From an optimization exercise on the open Yosys and OpenROAD flow, aimed at small area; shortcuts taken in it are not production practice.
In this exercise RTL edits were held to simulation tests only and were not proved equivalent to the original.
Power and IR drop assume default switching activity.

v33:
// decode_unit
module decode_unit (
    input  logic        clk,
    input  logic        rst,
    input  logic        req_i,
    input  logic [31:0] inst_i,
    input  logic        ex_wreg_i,
    input  logic [4:0]  ex_wd_i,
    input  logic [31:0] ex_wdata_i,
    input  logic        mem_wreg_i,
    input  logic [4:0]  mem_wd_i,
    input  logic [31:0] mem_wdata_i,
    input  logic        wb_wreg_i,
    input  logic [4:0]  wb_wd_i,
    input  logic [31:0] wb_wdata_i,
    output logic        ack_o,
    output logic [7:0]  aluop_o,
    output logic [2:0]  alusel_o,
    output logic [4:0]  wd_o,
    output logic        wreg_o,
    output logic        inst_valid_o,
    output logic [31:0] reg1_o,
    output logic [31:0] reg2_o
);
    logic [31:0] rf_q [1:31];
    logic [31:0] wdm;
    assign wdm = wb_wdata_i & {32{~rst}};
    for (genvar r = 1; r < 32; r++) begin : g_rf
        logic we;
        logic keep;
        assign we   = wb_wreg_i && (wb_wd_i == r[4:0]);
        assign keep = ~we & ~rst;
        rf_word u_word (
            .clk    (clk),
            .keep_i (keep),
            .we_i   (we),
            .wd_i   (wdm),
            .q_o    (rf_q[r])
        );
    end
    logic ack_q;
    logic acc;    
    logic hold;   
    assign acc  = req_i & ~ack_q & ~rst;
    assign hold = ~acc & ~rst;
    always_ff @(posedge clk) begin
        ack_q <= req_i & ~rst;
    end
    logic [5:0]  op;
    logic [4:0]  rs, rt, rd, sa;
    logic [5:0]  fn;
    logic [15:0] imm16;
    assign {op, rs, rt, rd, sa, fn} = inst_i;
    assign imm16 = inst_i[15:0];
    logic       f_rr;     
    logic       f_sh;     
    logic       f_imm;    
    logic [7:0] aluop;
    logic [2:0] alusel;
    always_comb begin
        f_rr   = 1'b0;
        f_sh   = 1'b0;
        f_imm  = 1'b0;
        aluop  = 8'h00;
        alusel = 3'b000;
        case (op)
            6'h00: begin
                case (fn)
                    6'h24: if (sa == 5'd0) begin f_rr = 1'b1; aluop = 8'h24; alusel = 3'b001; end
                    6'h25: if (sa == 5'd0) begin f_rr = 1'b1; aluop = 8'h25; alusel = 3'b001; end
                    6'h26: if (sa == 5'd0) begin f_rr = 1'b1; aluop = 8'h26; alusel = 3'b001; end
  ...
==> flow/config.mk <==
export PLATFORM = sky130hd
export DESIGN_NAME = decode_unit
export DESIGN_NICKNAME = decode_unit
export VERILOG_FILES = /design/flow/design.v
export SDC_FILE = /design/flow/constraint.sdc
export NUM_CORES = 4
export LEC_CHECK = 0
export CAP_MARGIN = 20
export CORE_MARGIN = 2
export CORE_UTILIZATION = 45
export GPL_ROUTABILITY_DRIVEN = 0
export PLACE_DENSITY = 0.75
export SLEW_MARGIN = 20
export SYNTH_HIERARCHICAL = 1
==> flow/constraint.sdc <==
create_clock -name core_clock -period 4.0 [get_ports {clk}]
set_input_delay 0.8000 -clock core_clock [delete_from_list [all_inputs] [get_ports {clk}]]
set_output_delay 0.8000 -clock core_clock [all_outputs]
set_load 0.01 [all_outputs]
standard.sh (not shown) runs the stock make flow with config.mk's settings and CLKGATE_MAP_FILE= SYNTH_SCRIPT=/design/flow/synth_recipe.tcl, a recipe that flattens the netlist after the stock synthesis.
==> flow/flow/run.sh <==
#!/bin/bash
# Standard ORFS layout with lighter port buffers (every port still gets its
# own buffer, a buf_1 instead of the delay cell buffer_ports picks) and a
# clock tree of larger sink clusters without dummy loads.
set -euo pipefail
export BUFFER_PORTS_ARGS="-buffer_cell sky130_fd_sc_hd__buf_1"
export CTS_ARGS="-sink_clustering_enable -repair_clock_nets -sink_clustering_size 20 -sink_clustering_max_diameter 80 -buf_list sky130_fd_sc_hd__clkbuf_16 -dont_use_dummy_load"
bash standard.sh > standard.log 2>&1
Input changes introduced in v57 (baseline for comparison: v33):
- GPL_ROUTABILITY_DRIVEN: 0 -> unset
- CORE_UTILIZATION: 45 -> 40
- PLACE_DENSITY: 0.75 -> unset
==> flow/flow/run.sh <==
#!/bin/bash
# Standard ORFS layout with lighter port buffers (every port still gets its
# own buffer, a buf_1 instead of the delay cell buffer_ports picks) and a
# clock tree of larger sink clusters without dummy loads.
set -euo pipefail
export BUFFER_PORTS_ARGS="-buffer_cell sky130_fd_sc_hd__buf_1"
export CTS_ARGS="-sink_clustering_enable -repair_clock_nets -sink_clustering_size 12 -sink_clustering_max_diameter 50 -buf_list sky130_fd_sc_hd__clkbuf_8 -dont_use_dummy_load"
bash standard.sh > standard.log 2>&1
Notes after the runs:
- Taking v33 as the reference point, the total detailed-routing wirelength of v57 rises by about 7%.
- v57 vs. v33: via count of the first global-routing pass down 753; fmax up 0.028 GHz; routed via count down 480; fraction of power spent switching nets up 1.2 points.
- v57 — relative contribution of the clock network to total power 0.4 points higher, v33 as reference
- Taking v33 as the reference, in v57 number of fill cells now sits higher; power now sits higher; die area now sits higher; number of cells after detailed placement now sits higher.
Input changes introduced in v24 (baseline for comparison: v57):
- SLEW_MARGIN changed from 20 to 5
- CAP_MARGIN changed from 20 to 5
==> flow/flow/run.sh <==
#!/bin/bash
# Standard ORFS layout with lighter port buffers (every port still gets its
# own buffer, a buf_1 instead of the delay cell buffer_ports picks) and a
# clock tree of larger sink clusters without dummy loads.
set -euo pipefail
export BUFFER_PORTS_ARGS="-buffer_cell sky130_fd_sc_hd__buf_1"
export CTS_ARGS="-sink_clustering_enable -repair_clock_nets -sink_clustering_size 20 -sink_clustering_max_diameter 80 -buf_list sky130_fd_sc_hd__clkbuf_16 -dont_use_dummy_load"
bash standard.sh > standard.log 2>&1
Results
Maximum number of buffers from clock root to sink: v57 vs v24 — no meaningful difference. Looking at share of total power in the clock network across v57 and v24, the one that comes out higher is v24. Cmp v24 vs v57: transition time at the pin with the least slew margin higher in v24. [compare] base=v57 new=v24: non-clock buffering overhead in the final layout went down, total wire length did not really move, tightest hold margin went up, area of all placed cells without fillers did not really move.
Relative to v24, the following input files were edited for v41:
- swapping 5 for 20 in CAP_MARGIN
- swapping 40 for 55 in CORE_UTILIZATION
- swapping 5 for 20 in SLEW_MARGIN
- putting PLACE_DENSITY at 0.7 where nothing was set
--- outcome ---
v41 has more setup slack than v24. v41 reports a lower die width than v24 does. Looking at cell row count, v41 sits 17 below v24.


decode_unit, a different RTL version from the one above (not shown whole).
For scale: about 0.042 mm^2 of cells after synthesis.
clock: 4.0 ns
lec_check: 0
cap_margin: 0
core_margin: 2
core_utilization: 55
place_density: 0.8
slew_margin: 0
synth_hierarchical: 1
==> flow/flow/run.sh <==
#!/bin/bash
# Standard ORFS layout with lighter port buffers (every port still gets its
# own buffer, a buf_1 instead of the delay cell buffer_ports picks) and a
# clock tree of larger sink clusters without dummy loads.
set -euo pipefail
export BUFFER_PORTS_ARGS="-buffer_cell sky130_fd_sc_hd__buf_1"
export CTS_ARGS="-sink_clustering_enable -repair_clock_nets -sink_clustering_size 26 -sink_clustering_max_diameter 80 -buf_list sky130_fd_sc_hd__clkbuf_16 -dont_use_dummy_load"
bash standard.sh > standard.log 2>&1
==> next run, changes <==
Settings changed: CAP_MARGIN 0 to 20, PLACE_DENSITY 0.8 to 0.7, SLEW_MARGIN 0 to 20.
Clock skew drops by 0.056 ns.
Power climbs by 0.61%.
Wire length climbs by about 8%.


Another version of the RTL of decode_unit (not shown whole).
For scale: ~3600 cells after synthesis, about 1100 flip-flops, about 230 I/O pins.
==> flow/design.v (excerpt) <==
module decode_unit (
    input  logic        clk,
    input  logic        rst,
    input  logic        req_i,
    input  logic [31:0] inst_i,
    input  logic        ex_wreg_i,
    input  logic [4:0]  ex_wd_i,
    input  logic [31:0] ex_wdata_i,
    input  logic        mem_wreg_i,
    input  logic [4:0]  mem_wd_i,
    input  logic [31:0] mem_wdata_i,
    input  logic        wb_wreg_i,
    input  logic [4:0]  wb_wd_i,
    input  logic [31:0] wb_wdata_i,
    output logic        ack_o,
    output logic [7:0]  aluop_o,
    output logic [2:0]  alusel_o,
    output logic [4:0]  wd_o,
    output logic        wreg_o,
    output logic        inst_valid_o,
    output logic [31:0] reg1_o,
    output logic [31:0] reg2_o
);
export LEC_CHECK = 0
export CAP_MARGIN = 20
export CORE_MARGIN = 2
export CORE_UTILIZATION = 55
export PLACE_DENSITY = 0.7
export SLEW_MARGIN = 20
export SYNTH_HIERARCHICAL = 1
create_clock -name core_clock -period 4.0 [get_ports {clk}]
==> flow/flow/run.sh <==
#!/bin/bash
# Standard ORFS layout with lighter port buffers (every port still gets its
# own buffer, a buf_1 instead of the delay cell buffer_ports picks) and a
# clock tree of larger sink clusters without dummy loads.
set -euo pipefail
export BUFFER_PORTS_ARGS="-buffer_cell sky130_fd_sc_hd__buf_1"
export CTS_ARGS="-sink_clustering_enable -repair_clock_nets -sink_clustering_size 12 -sink_clustering_max_diameter 50 -buf_list sky130_fd_sc_hd__clkbuf_8 -dont_use_dummy_load"
bash standard.sh > standard.log 2>&1
Then changed:
- CORE_UTILIZATION: 55 -> 40
- PLACE_DENSITY: 0.7 -> default
What happened: Synthesized area is unchanged; final cell count grows by 7.7%; worst hold slack is worse by 0.037 ns; flip-flop and latch count does not change; utilization shrinks by 17 points; via count shrinks by about 0.6%.

==> separate check: timing with driven ports <==
No port has a modelled driver above. Below, the same layouts with a new extraction and two added sets of constraints. Step 1 assumes that a clkbuf_16 drives the clock port and a buf_2 every other input. Step 2 moves the port delays by t, midway between the first and last clock arrival at a register: inputs arrive t later, outputs are due t later. That takes back most of the time a late clock gives input paths. a / b / c = no drivers / after step 1 / after step 2; a / b = the first two.
run | t, ns | slack for setup (ns) | clock arrival spread, ns | worst data-port slew with drivers (ns) | cell pins on the clock port's net
v33 | 0.731 | 0.012 / 0.058 / -0.673 | 0.092 / 0.092 | 0.14 | 1
v57 | 0.856 | 0.413 / 0.448 / -0.408 | 0.104 / 0.104 | 0.12 | 1
v24 | 0.725 | 0.374 / 0.412 / -0.313 | 0.089 / 0.090 | 0.13 | 1
v41 | 0.742 | 0.431 / 0.454 / -0.288 | 0.054 / 0.054 | 0.11 | 1
the first run of note 2 | 0.722 | 0.229 / 0.237 / -0.485 | 0.103 / 0.104 | 0.16 | 1
the second run of note 2 | 0.722 | 0.593 / 0.562 / -0.160 | 0.058 / 0.058 | 0.14 | 1
the first run of note 3 | 0.822 | 0.763 / 0.717 / -0.105 | 0.070 / 0.070 | 0.13 | 1
the second run of note 3 | 0.854 | 0.902 / 0.935 / 0.081 | 0.093 / 0.093 | 0.09 | 1
With both steps, setup timing fails in 7 of these runs, where it was met with ideal ports. For the first run of note 3, which loses most, drivers alone change the setup slack by -0.046 ns; drivers and shift together by -0.868 ns.
